This is an optimization exercise on Yosys and OpenROAD, whose aim is small area, a short achievable clock period and few clock cycles per item, not a production implementation. RTL that was checked went through simulation tests only; none was proved equivalent to the original.

==> run a: inputs <==
==> flow/design.v (excerpt) <==
module yuvToRgbTop (
  input  wire                       Clock_50_I,
  input  wire                       Resetn,
  input  wire [31:0]                inPair,
  input  wire                       inValid,
  input  wire                       rgbReady,
  input  wire                       cfgWrite,
  input  wire [8:0]                 cfgData,
  output logic                      inReady,
  output logic [48:0]               rgbPair,
  output logic                      rgbValid,
  output logic [8:0]                lineLength,
  output logic                      cfgError
);
export LEC_CHECK = 0
export CAP_MARGIN = 20
export CORE_MARGIN = 2
export CORE_UTILIZATION = 55
export SETUP_SLACK_MARGIN = 5
export SLEW_MARGIN = 20
create_clock -name core_clock -period 11.0 [get_ports {Clock_50_I}]
standard.sh (not shown) runs the stock make flow with config.mk's settings and CLKGATE_MAP_FILE= SYNTH_SCRIPT=/design/flow/synth_recipe.tcl, a recipe that flattens the netlist after the stock synthesis.
==> flow/flow/run.sh <==
#!/bin/bash
set -euo pipefail
bash ./standard.sh SETUP_SLACK_MARGIN=7.5 MATCH_CELL_FOOTPRINT=0 finish > standard_flow.log 2>&1
==> run b: changes against run a <==
==> flow/flow/run.sh (replaced) <==
#!/bin/bash
set -euo pipefail
bash ./standard.sh SETUP_SLACK_MARGIN=6.9 MATCH_CELL_FOOTPRINT=0 'BUFFER_PORTS_ARGS=-buffer_cell sky130_fd_sc_hd__buf_4' finish > standard_flow.log 2>&1
--- a/flow/config.mk
+++ b/flow/config.mk
@@ -8,5 +8,5 @@
 export CAP_MARGIN = 20
 export CORE_MARGIN = 2
-export CORE_UTILIZATION = 55
+export CORE_UTILIZATION = 60
 export SETUP_SLACK_MARGIN = 5
 export SLEW_MARGIN = 20
==> comparison table <==
quantity	run b	run a
Routed length on met3	2997 um	3793 um
Initial DRC Count	1118	1204
Met1 Resource Use GR	32.27%	32.99%
Run status	finished clean	finished clean
Final setup slack of the worst path	6.803 ns	6.907 ns
First-pass GRT wire length	128900 um	132500 um
Layout Nets	4316	4432
Count of multi-input gates	1938	1940
Worst hold margin	0.4154 ns	0.4160 ns
Max stage delay on crit path	0.56 ns	0.55 ns
Maximum fanout count along the critical path	5	2
Endpoint with the worst hold slack	yO[0][2]	yO[1][0]
Headroom to the max-slew limit	38.28%	36.02%
Wire length per cell after detailed routing	18.94 um	18.37 um
Detailed-placement wirelength estimate	62280 um	60230 um
Testbench counts of run a, summed over its fixed seeds: cycles 4,100, items 3,972.
Testbench counts of run b, summed over its fixed seeds: cycles 4,100, items 3,972.

* * *

==> run Y: inputs <==
Another version of the RTL of yuvToRgbTop (not shown whole).
==> flow/design.v (excerpt) <==
module yuvToRgbTop (
  input  wire                       Clock_50_I,
  input  wire                       Resetn,
  input  wire [31:0]                inPair,
  input  wire                       inValid,
  input  wire                       rgbReady,
  input  wire                       cfgWrite,
  input  wire [8:0]                 cfgData,
  output logic                      inReady,
  output logic [48:0]               rgbPair,
  output logic                      rgbValid,
  output logic [8:0]                lineLength,
  output logic                      cfgError
);
==> module pixelClip, before the edit <==
module pixelClip (
  input  wire [9:0]  hr, hg,
  input  wire [10:0] hb,
  input  wire        cr, cg, cb,
  output wire [23:0] rgb
);
  wire rLow  = hr[9];
  wire gLow  = hg[9];
  wire bLow  = hb[10];
  wire rHigh = hr[8] || (&hr[7:0]);
  wire gHigh = hg[8] || (&hg[7:0]);
  wire bHigh = (|hb[9:8]) || (&hb[7:0]);
  wire [7:0] r = hr[7:0] + {7'd0, cr};
  wire [7:0] g = hg[7:0] + {7'd0, cg};
  wire [7:0] b = hb[7:0] + {7'd0, cb};
  assign rgb[23:16] = rLow ? 8'h00 : (rHigh ? 8'hff : r);
  assign rgb[15:8]  = gLow ? 8'h00 : (gHigh ? 8'hff : g);
  assign rgb[7:0]   = bLow ? 8'h00 : (bHigh ? 8'hff : b);
endmodule
export LEC_CHECK = 0
export CAP_MARGIN = 20
export CORE_MARGIN = 2
export CORE_UTILIZATION = 60
export SETUP_SLACK_MARGIN = 5
export SLEW_MARGIN = 20
create_clock -name core_clock -period 11.0 [get_ports {Clock_50_I}]
==> flow/flow/run.sh <==
#!/bin/bash
set -euo pipefail
bash ./standard.sh SETUP_SLACK_MARGIN=6.9 MATCH_CELL_FOOTPRINT=0 'BUFFER_PORTS_ARGS=-buffer_cell sky130_fd_sc_hd__buf_2' finish > standard_flow.log 2>&1
==> run K: changes against run Y <==
--- a/flow/design.v
+++ b/flow/design.v
@@ -118,16 +118,10 @@
   output wire [23:0] rgb
 );
-  wire rLow  = hr[9];
-  wire gLow  = hg[9];
-  wire bLow  = hb[10];
-  wire rHigh = hr[8] || (&hr[7:0]);
-  wire gHigh = hg[8] || (&hg[7:0]);
-  wire bHigh = (|hb[9:8]) || (&hb[7:0]);
-  wire [7:0] r = hr[7:0] + {7'd0, cr};
-  wire [7:0] g = hg[7:0] + {7'd0, cg};
-  wire [7:0] b = hb[7:0] + {7'd0, cb};
-  assign rgb[23:16] = rLow ? 8'h00 : (rHigh ? 8'hff : r);
-  assign rgb[15:8]  = gLow ? 8'h00 : (gHigh ? 8'hff : g);
-  assign rgb[7:0]   = bLow ? 8'h00 : (bHigh ? 8'hff : b);
+  wire [9:0]  r = hr + {9'd0, cr};
+  wire [9:0]  g = hg + {9'd0, cg};
+  wire [10:0] b = hb + {10'd0, cb};
+  assign rgb[23:16] = r[9]  ? 8'h00 : (r[8]      ? 8'hff : r[7:0]);
+  assign rgb[15:8]  = g[9]  ? 8'h00 : (g[8]      ? 8'hff : g[7:0]);
+  assign rgb[7:0]   = b[10] ? 8'h00 : ((|b[9:8]) ? 8'hff : b[7:0]);
 endmodule
 `default_nettype wire
==> flow/flow/run.sh (replaced) <==
#!/bin/bash
set -euo pipefail
bash ./standard.sh SETUP_SLACK_MARGIN=6.9 finish > standard_flow.log 2>&1
- CORE_UTILIZATION: 60 -> 40
==> run X: changes against run Y <==
--- a/flow/design.v
+++ b/flow/design.v
@@ -118,16 +118,10 @@
   output wire [23:0] rgb
 );
-  wire rLow  = hr[9];
-  wire gLow  = hg[9];
-  wire bLow  = hb[10];
-  wire rHigh = hr[8] || (&hr[7:0]);
-  wire gHigh = hg[8] || (&hg[7:0]);
-  wire bHigh = (|hb[9:8]) || (&hb[7:0]);
-  wire [7:0] r = hr[7:0] + {7'd0, cr};
-  wire [7:0] g = hg[7:0] + {7'd0, cg};
-  wire [7:0] b = hb[7:0] + {7'd0, cb};
-  assign rgb[23:16] = rLow ? 8'h00 : (rHigh ? 8'hff : r);
-  assign rgb[15:8]  = gLow ? 8'h00 : (gHigh ? 8'hff : g);
-  assign rgb[7:0]   = bLow ? 8'h00 : (bHigh ? 8'hff : b);
+  wire [9:0]  r = hr + {9'd0, cr};
+  wire [9:0]  g = hg + {9'd0, cg};
+  wire [10:0] b = hb + {10'd0, cb};
+  assign rgb[23:16] = r[9]  ? 8'h00 : (r[8]      ? 8'hff : r[7:0]);
+  assign rgb[15:8]  = g[9]  ? 8'h00 : (g[8]      ? 8'hff : g[7:0]);
+  assign rgb[7:0]   = b[10] ? 8'h00 : ((|b[9:8]) ? 8'hff : b[7:0]);
 endmodule
 `default_nettype wire
==> flow/flow/run.sh (replaced) <==
#!/bin/bash
set -euo pipefail
bash ./standard.sh SETUP_SLACK_MARGIN=7.1 MATCH_CELL_FOOTPRINT=0 finish > standard_flow.log 2>&1
==> run notes <==
metric	run K	run Y	run X
Outcome	no timing/DRC/antenna violations	no timing/DRC/antenna violations	no timing/DRC/antenna violations
Final GP Congestion	0.8671	0.9307	0.8992
Largest stage delay on the critical path	490 ps	480 ps	530 ps
Complex-gate fraction of the synthesized area	7.145%	8.116%	7.145%
Storage element area	0.01421 sq mm	0.01421 sq mm	0.01422 sq mm
Number of cells traversed by the worst register-to-register path	14	14	12
Total CTS buffers	57	53	55
Met3 track utilization from global routing	2.158%	3.011%	4.410%
Fill cell instance count of the final layout	8265	4483	4323
Combined buffer and inverter count along the critical path	3	3	2
Slowest cell on the critical path	sky130_fd_sc_hd__fa_1	sky130_fd_sc_hd__edfxtp_1	sky130_fd_sc_hd__or4_4
Slack of the worst reg-to-reg path	6860 ps	6670 ps	6860 ps
Detailed route wirelength on metal3	2.898 mm	3.184 mm	3.344 mm
Multi-input gate share of total cell area	47.57%	49.60%	48.75%
Share of synthesized area occupied by flip-flops and latches	38.25%	38.03%	38.25%
Count of multi-input combinational gates	1937	1952	1938
Via-to-Cell Ratio	4.738	5.375	5.343
Minimum setup slack in the final design	6865 ps	6672 ps	6863 ps
CP Capture Point	uPa[7]	p1VO[0]	p1VO[1]
Testbench counts of run K, summed over its fixed seeds: cycles 4,100, items 3,972.
Testbench counts of run X, summed over its fixed seeds: cycles 4,100, items 3,972.
No functional check of the RTL was part of run Y.

-- re-timing with driven ports --
The flow's constraints put no driver on any port. The routed layouts listed below were extracted and timed again, unchanged, in two steps. Step 1 assumes that a clkbuf_16 drives the clock port and a buf_2 every other input. Step 2, shift: input delay + t, output delay - t, t = (earliest + latest rising clock arrival at the registers) / 2. This alone moves slack from input paths to output paths. Slacks: ideal ports / drivers / drivers and shift; pairs: ideal ports / drivers.
| run | t, ns | setup WS [ns] | worst setup path at the end | slew at the worst register clock pin (ns) |
|---|---|---|---|---|
| run a | 0.677 | 6.907 / 6.907 / 6.907 | register to register | 0.07 / 0.07 |
| run b | 0.653 | 6.803 / 6.803 / 6.425 | input to register | 0.06 / 0.06 |
| run Y | 0.667 | 6.672 / 6.672 / 6.500 | input to register | 0.06 / 0.06 |
| run K | 0.718 | 6.865 / 6.865 / 6.530 | input to register | 0.07 / 0.07 |
| run X | 0.689 | 6.863 / 6.863 / 6.570 | input to register | 0.07 / 0.07 |
After both steps setup and hold are still met in every run listed. For run b, which loses most, drivers alone change the setup slack by 0.000 ns; drivers and shift together by -0.378 ns.
